Source: an optimization exercise on an open RTL-to-GDS flow (aim: small area, a short achievable clock period and few clock cycles per item). Production flows keep margins and buffers that such runs may drop. RTL that was checked went through simulation tests only; none was proved equivalent to the original. Power figures rest on the tool's default switching activity, not on a simulated workload.

Design fp_mul_pipe, start of the top module:
module fp_mul_pipe
#(
  parameter int EXP_W = 8,
  parameter int MAN_W = 23
) (
  input  logic                 clk,
  input  logic                 reset,
  input  logic                 in_valid,
  output logic                 in_ready,
  input  logic [EXP_W+MAN_W:0] a,
  input  logic [EXP_W+MAN_W:0] b,
  output logic                 out_valid,
  input  logic                 out_ready,
  output logic [EXP_W+MAN_W:0] result,
  output logic [fp_pkg::FLAG_W-1:0]    flags
);
  localparam int LOW = 12;    
  logic en;
  assign en       = out_ready || !out_valid;
  assign in_ready = en;
  logic [7:0]  ea, eb;
  logic [22:0] fa, fb;
  logic [1:0]  ka, kb, kab;
  assign ea = a[30:23];
  assign eb = b[30:23];
  assign fa = a[22:0];
  assign fb = b[22:0];
  function automatic logic [1:0] classify(input logic exp_ones, input logic exp_zero, input logic frac_nz);
    if (exp_ones)      classify = frac_nz ? KIND_NAN : KIND_INF;
    else if (exp_zero) classify = KIND_ZERO;
    else               classify = KIND_NORM;
  endfunction
  function automatic logic [1:0] combine_kind(input logic [1:0] x, input logic [1:0] y);
    if (x == KIND_NAN || y == KIND_NAN)                                             combine_kind = KIND_NAN;
    else if ((x == KIND_INF && y == KIND_ZERO) || (x == KIND_ZERO && y == KIND_INF)) combine_kind = KIND_NAN;
    else if (x == KIND_INF || y == KIND_INF)                                        combine_kind = KIND_INF;
    else if (x == KIND_ZERO || y == KIND_ZERO)                                      combine_kind = KIND_ZERO;
    else                                                                            combine_kind = KIND_NORM;
  endfunction
  assign ka  = classify(&ea, ~|ea, |fa);
  assign kb  = classify(&eb, ~|eb, |fb);
  assign kab = combine_kind(ka, kb);
  logic [24:0] bx;
  logic [11:0] b_one, b_two, b_neg;
  assign bx = {1'b1, fb, 1'b0};
  always_comb begin
    for (int i = 0; i < 12; i++) begin
      b_one[i] = bx[2*i+1] ^ bx[2*i];
      b_two[i] = (bx[2*i+2] & ~bx[2*i+1] & ~bx[2*i]) | (~bx[2*i+2] & bx[2*i+1] & bx[2*i]);
      b_neg[i] = bx[2*i+2];
    end
  end
  logic        s1_valid, s1_sign;
  logic [9:0]  s1_exp;
  logic [1:0]  s1_kind;
  logic [22:0] s1_fa;
  logic [11:0] s1_one, s1_two, s1_neg;
  logic        s2_valid, s2_sign;
  logic [9:0]  s2_exp;
  logic [1:0]  s2_kind;
  logic [47:LOW] s2_px, s2_py;
  ...
==> flow/config.mk <==
export PLATFORM = sky130hd
export DESIGN_NAME = fp_mul_pipe
export DESIGN_NICKNAME = fp_mul_pipe
export VERILOG_FILES = /design/flow/design.v
export SDC_FILE = /design/flow/constraint.sdc
export NUM_CORES = 4
export LEC_CHECK = 0
export CAP_MARGIN = 20
export CORE_MARGIN = 2
export CORE_UTILIZATION = 40
export SETUP_SLACK_MARGIN = 4.3
export SLEW_MARGIN = 20
==> flow/constraint.sdc <==
create_clock -name core_clock -period 7.5 [get_ports {clk}]
set_input_delay 1.5000 -clock core_clock [delete_from_list [all_inputs] [get_ports {clk}]]
set_output_delay 1.5000 -clock core_clock [all_outputs]
set_load 0.01 [all_outputs]
run.sh (not shown) runs the stock make flow with config.mk's settings and CLKGATE_MAP_FILE= SYNTH_SCRIPT=/design/flow/synth_recipe.tcl, a recipe that flattens the netlist after the stock synthesis.
The baseline finished clean.
Change:
Settings changed: SETUP_SLACK_MARGIN 4.3 to 2.5.
After rerunning: The new run finished with timing, DRC and antenna clean. Sequential share of layout area increases by 3.4 points. Wire length went down by about a fifth. Die area is unchanged. Fmax went up slightly. Count of clock-buffer cells in the layout is higher by 1. Synthesized area is unchanged.
No run of this note included a check of the RTL's function; only the layout flow was run.


## umber
fp_mul_pipe, a different RTL version from the one above (not shown whole).
Size in the first run: roughly 2,200 cells after synthesis, roughly 25,000 µm² of cells after synthesis.
==> flow/config.mk <==
export PLATFORM = sky130hd
export DESIGN_NAME = fp_mul_pipe
export DESIGN_NICKNAME = fp_mul_pipe
export VERILOG_FILES = /design/flow/design.v
export SDC_FILE = /design/flow/constraint.sdc
export NUM_CORES = 4
export LEC_CHECK = 0
export CAP_MARGIN = 20
export CORE_MARGIN = 2
export CORE_UTILIZATION = 40
export SETUP_SLACK_MARGIN = 4.2
export SLEW_MARGIN = 20
export TNS_END_PERCENT = 0
==> flow/constraint.sdc <==
create_clock -name core_clock -period 7.5 [get_ports {clk}]
set_input_delay 1.5000 -clock core_clock [delete_from_list [all_inputs] [get_ports {clk}]]
set_output_delay 1.5000 -clock core_clock [all_outputs]
set_load 0.01 [all_outputs]
standard.sh (not shown) runs the stock make flow with config.mk's settings and CLKGATE_MAP_FILE= SYNTH_SCRIPT=/design/flow/synth_recipe.tcl, a recipe that flattens the netlist after the stock synthesis.
==> flow/flow/run.sh <==
#!/bin/bash
# The standard layout with two changes after the standard synthesis:
#  - fa_polarity.py complements full adders and xor/xnor cells of the synthesized netlist where
#    that removes inverters between them (same registers, same function);
#  - the port buffers are sky130_fd_sc_hd__buf_2 cells (which the resizer may later size like any
#    buffer) instead of the resizer's default choice.
# Each tool's full output goes to a log file in this folder; ORFS keeps its own logs in orfs/logs.
set -euo pipefail
R=orfs/results/${FLOW_PLATFORM:-sky130hd}/fp_mul_pipe/base
bash standard.sh synth > synth.log 2>&1
cp $R/1_2_yosys.v synth_netlist.v
python3 flow/fa_polarity.py synth_netlist.v $R/1_2_yosys.v "$FLOW_HOME/platforms/${FLOW_PLATFORM:-sky130hd}/lib/sky130_fd_sc_hd__tt_025C_1v80.lib" > polarity.log 2>&1
touch $R/1_2_yosys.v
bash standard.sh "BUFFER_PORTS_ARGS=-buffer_cell sky130_fd_sc_hd__buf_2" finish > layout.log 2>&1
Other scripts of this flow, unchanged in this note and not shown: flow/flow/fa_polarity.py
Testbench counts of umber, summed over its fixed seeds: cycles 2,432, items 2,400.
For harbor, these inputs were changed with respect to umber:
# umber
export LEC_CHECK = 0
export CAP_MARGIN = 20
export CORE_MARGIN = 2
export CORE_UTILIZATION = 40
export SETUP_SLACK_MARGIN = 4.2
export SLEW_MARGIN = 20
export TNS_END_PERCENT = 0
create_clock -name core_clock -period 7.5 [get_ports {clk}]
# harbor
export LEC_CHECK = 0
export CAP_MARGIN = 20
export CORE_MARGIN = 2
export CORE_UTILIZATION = 40
export SETUP_SLACK_MARGIN = 3.9
export SLEW_MARGIN = 20
export TNS_END_PERCENT = 0
create_clock -name core_clock -period 7.5 [get_ports {clk}]
==> comparison <==
- For umber, the most frequent standard cell in the layout excluding fill and tap cells was sky130_fd_sc_hd__edfxtp_1, unlike harbor, where it was sky130_fd_sc_hd__a22oi_1.
- harbor: power per cell area higher than umber
- umber → harbor: final setup slack of the worst path now smaller, total power now smaller.
- Compared with umber, harbor shows a sequential share of layout area that is 1.2 points higher.
- harbor and umber ended up with roughly the same required time of the worst setup path.
- Wire length of the first global-routing pass: harbor and umber compared, lower one is harbor
- harbor and umber ended up with roughly the same final hold slack.
- In harbor, the area overhead of the layout relative to synthesis came out 4.7 points below the value in umber.

separate check: timing with driven ports:
No port has a modelled driver above. Below, the same layouts with a new extraction and two added sets of constraints. Step 1, drivers: a clkbuf_16 drives clk and a buf_2 each remaining input, both assumed. Step 2 also shifts input and output timing later by t, the mid clock arrival at the registers, as if the neighbouring blocks saw the same clock. Slacks: ideal ports / drivers / drivers and shift; pairs: ideal ports / drivers.
run | t, ns | setup slack, ns | clock arrival spread, ns | slew at the worst register clock pin (ns) | cell pins on the clock port's net
the first run of note 1 | 0.554 | 1.362 / 1.362 / 1.362 | 0.021 / 0.021 | 0.09 / 0.09 | 1
the second run of note 1 | 0.563 | 1.477 / 1.477 / 1.477 | 0.023 / 0.022 | 0.09 / 0.09 | 1
umber | 0.607 | 4.046 / 4.046 / 3.801 | 0.028 / 0.028 | 0.06 / 0.06 | 1
harbor | 0.605 | 3.797 / 3.797 / 3.768 | 0.031 / 0.031 | 0.06 / 0.06 | 1
After both steps setup and hold are still met in every run listed. The setup slack of umber, which loses most, moves by 0.000 ns with the drivers and by -0.245 ns with both steps.
